Source: an optimization exercise on an open RTL-to-GDS flow (aim: small area, a short achievable clock period and few clock cycles per item). Production flows keep margins and buffers that such runs may drop. The RTL was checked by simulation tests, not by an equivalence proof against the original design. Power is estimated from default activity; no workload was simulated.

// serial_frame_to_omni_motor_drive
module serial_frame_to_omni_motor_drive
(
  input  logic                   clk,
  input  logic                   rst_n,
  input  logic                   in_valid,
  output logic                   in_ready,
  input  logic [7:0]             in_data,
  output logic                   out_valid,
  input  logic                   out_ready,
  output logic [1:0]             out_motor_index,
  output logic                   out_forward_pin,
  output logic                   out_reverse_pin,
  output logic [15:0]            out_duty,
  output logic                   out_status_led,
  output logic                   out_last,
  input  logic                   cfg_we,
  input  logic [1:0]             cfg_index,
  input  logic [15:0]            cfg_data
);
==> flow/config.mk <==
export PLATFORM = sky130hd
export DESIGN_NAME = serial_frame_to_omni_motor_drive
export DESIGN_NICKNAME = serial_frame_to_omni_motor_drive
export VERILOG_FILES = /design/flow/design.v
export SDC_FILE = /design/flow/constraint.sdc
export NUM_CORES = 4
export LEC_CHECK = 0
export CAP_MARGIN = 20
export CORE_MARGIN = 2
export CORE_UTILIZATION = 40
export SETUP_SLACK_MARGIN = 4.0
export SLEW_MARGIN = 20
==> flow/constraint.sdc <==
create_clock -name core_clock -period 7.0 [get_ports {clk}]
set_input_delay 1.4000 -clock core_clock [delete_from_list [all_inputs] [get_ports {clk}]]
set_output_delay 1.4000 -clock core_clock [all_outputs]
set_load 0.01 [all_outputs]
standard.sh (not shown) runs the stock make flow with config.mk's settings and CLKGATE_MAP_FILE= SYNTH_SCRIPT=/design/flow/synth_recipe.tcl, a recipe that flattens the netlist after the stock synthesis.
==> flow/flow/run.sh <==
#!/bin/bash
set -euo pipefail
bash standard.sh synth > synth.log 2>&1
bash standard.sh \
  "BUFFER_PORTS_ARGS=-buffer_cell sky130_fd_sc_hd__buf_2" \
  "CTS_ARGS=-sink_clustering_enable -repair_clock_nets -dont_use_dummy_load -buf_list {sky130_fd_sc_hd__clkbuf_4 sky130_fd_sc_hd__clkbuf_8} -sink_clustering_size 14 -sink_clustering_max_diameter 50" \
  finish > layout.log 2>&1
The first run finished clean.
Testbench counts at the start, summed over its fixed seeds: cycles 3,184, frames 384.
Rerun with:
==> flow/flow/run.sh (replaced) <==
#!/bin/bash
set -euo pipefail
bash standard.sh synth > synth.log 2>&1
bash standard.sh "BUFFER_PORTS_ARGS=-buffer_cell sky130_fd_sc_hd__buf_2" finish > layout.log 2>&1
--- a/flow/config.mk
+++ b/flow/config.mk
@@ -9,4 +9,5 @@
 export CORE_MARGIN = 2
 export CORE_UTILIZATION = 40
+export CTS_BUF_LIST = sky130_fd_sc_hd__clkbuf_4 sky130_fd_sc_hd__clkbuf_8
 export SETUP_SLACK_MARGIN = 4.0
 export SLEW_MARGIN = 20
The new run completed without violations.
Clock skew falls by 0.048 ns.
Critical path depth rose by 7.
Power is higher by about 18%.
Final cell count went up by about 2%.
Hold slack is better by 0.0068 ns.
Maximum frequency increases by about 0.65%.
Sequential power stays flat.
Wire length rose by 0.77%.
Flip-flop and latch count is unchanged.
Sequential share of layout area fell by 1.0 points.
Combinational power barely changes.
Rerun with:
==> flow/flow/run.sh (replaced) <==
#!/bin/bash
set -euo pipefail
bash standard.sh synth > synth.log 2>&1
bash standard.sh \
  "BUFFER_PORTS_ARGS=-buffer_cell sky130_fd_sc_hd__buf_2" \
  "CTS_ARGS=-sink_clustering_enable -repair_clock_nets -dont_use_dummy_load -buf_list {sky130_fd_sc_hd__clkbuf_4}" \
  finish > layout.log 2>&1
--- a/flow/config.mk
+++ b/flow/config.mk
@@ -9,5 +9,5 @@
 export CORE_MARGIN = 2
 export CORE_UTILIZATION = 40
-export CTS_BUF_LIST = sky130_fd_sc_hd__clkbuf_4 sky130_fd_sc_hd__clkbuf_8
+export PLACE_DENSITY = 0.75
 export SETUP_SLACK_MARGIN = 4.0
 export SLEW_MARGIN = 20
The new run completed without violations.
Sequential cell count is unchanged.
Worst setup slack is worse by 0.10 ns.
Utilization fell by 1.0 points.
Combinational power rose slightly.
Synthesized area does not change.
Sequential power barely changes.
Routed wire length fell slightly.
Critical path depth does not change.
Global-route usage fell by 0.30 points.
Die area does not change.
Rerun with:
--- a/flow/config.mk
+++ b/flow/config.mk
@@ -8,6 +8,6 @@
 export CAP_MARGIN = 20
 export CORE_MARGIN = 2
-export CORE_UTILIZATION = 40
-export PLACE_DENSITY = 0.75
+export CORE_UTILIZATION = 55
+export PLACE_DENSITY = 0.6
 export SETUP_SLACK_MARGIN = 4.0
 export SLEW_MARGIN = 20
=>
- The new run completed with no timing, DRC or antenna violations
- clock power is about the same
- non-clock buffer count is higher by 1
- wire length hardly moves
- via count is lower by a few percent
- clock skew is lower by 0.040 ns
- die area is lower by a quarter to a third
- setup slack gains 0.063 ns
- maximum frequency is higher by a few percent
- synthesized area is unchanged
- worst hold slack gains 0.019 ns
- utilization is higher by 16 points
Rerun with:
==> flow/flow/run.sh (replaced) <==
#!/bin/bash
set -euo pipefail
bash standard.sh synth > synth.log 2>&1
bash standard.sh \
  "BUFFER_PORTS_ARGS=-buffer_cell sky130_fd_sc_hd__buf_2" \
  "CTS_ARGS=-sink_clustering_enable -repair_clock_nets -dont_use_dummy_load -buf_list {sky130_fd_sc_hd__clkbuf_4 sky130_fd_sc_hd__clkbuf_8} -sink_clustering_size 14 -sink_clustering_max_diameter 50" \
  finish > layout.log 2>&1
--- a/flow/config.mk
+++ b/flow/config.mk
@@ -8,6 +8,5 @@
 export CAP_MARGIN = 20
 export CORE_MARGIN = 2
-export CORE_UTILIZATION = 55
-export PLACE_DENSITY = 0.6
-export SETUP_SLACK_MARGIN = 4.0
+export CORE_UTILIZATION = 40
+export SETUP_SLACK_MARGIN = 3.9
 export SLEW_MARGIN = 20
What happened:
- total power drops by 2.2%
- critical path depth drops by 6
- routed wire length hardly moves
- sequential power stays flat
- hold slack is worse by 0.0045 ns
- synthesized cell count is unchanged
- worst setup slack is worse by 0.044 ns
Rerun with:
==> flow/flow/run.sh (replaced) <==
#!/bin/bash
set -euo pipefail
bash standard.sh synth > synth.log 2>&1
bash standard.sh "BUFFER_PORTS_ARGS=-buffer_cell sky130_fd_sc_hd__buf_2" finish > layout.log 2>&1
--- a/flow/config.mk
+++ b/flow/config.mk
@@ -9,4 +9,5 @@
 export CORE_MARGIN = 2
 export CORE_UTILIZATION = 40
-export SETUP_SLACK_MARGIN = 3.9
+export CTS_BUF_LIST = sky130_fd_sc_hd__clkbuf_4 sky130_fd_sc_hd__clkbuf_8
+export SETUP_SLACK_MARGIN = 4.2
 export SLEW_MARGIN = 20
Result: Setup slack improved by 0.060 ns; non-clock buffer count grows by 33; wire length grows by a few percent; via count grows by a few percent; total power grows by about a fifth; synthesized cell count is unchanged; final area grows by a few percent; global-route usage grows by 0.34 points; first-iteration DRC count grows by roughly a tenth; worst hold slack improved by 0.019 ns; sequential power hardly moves.

static timing again, ports no longer ideal:
No port has a modelled driver above. Below, the same layouts with a new extraction and two added sets of constraints.
Step 1: set_driving_cell puts a clkbuf_16 on clk and a buf_2 on each other input, an assumption about the parent block.
Step 2 times the ports against the registers' clock, not the clock port: input delays grow and output delays shrink by t, the midpoint of the rising clock arrivals with the driver on.
Three values: ideal, step 1, step 2; two values: the first two.
run	t, ns	slack for setup (ns)	worst hold slack (ns)
the first run	0.614	4.124 / 4.124 / 3.750	0.419 / 0.419 / 0.419
the second run	0.669	4.142 / 4.142 / 3.749	0.425 / 0.425 / 0.425
the third run	0.780	4.038 / 4.038 / 3.697	0.410 / 0.410 / 0.410
the fourth run	0.752	4.101 / 4.101 / 3.611	0.429 / 0.429 / 0.429
the fifth run	0.623	4.057 / 4.057 / 3.726	0.424 / 0.424 / 0.424
the sixth run	0.678	4.117 / 4.117 / 3.764	0.443 / 0.443 / 0.443
After both steps every run listed still meets setup and hold. The setup slack of the fourth run, which loses most, moves by 0.000 ns with the drivers and by -0.490 ns with both steps.
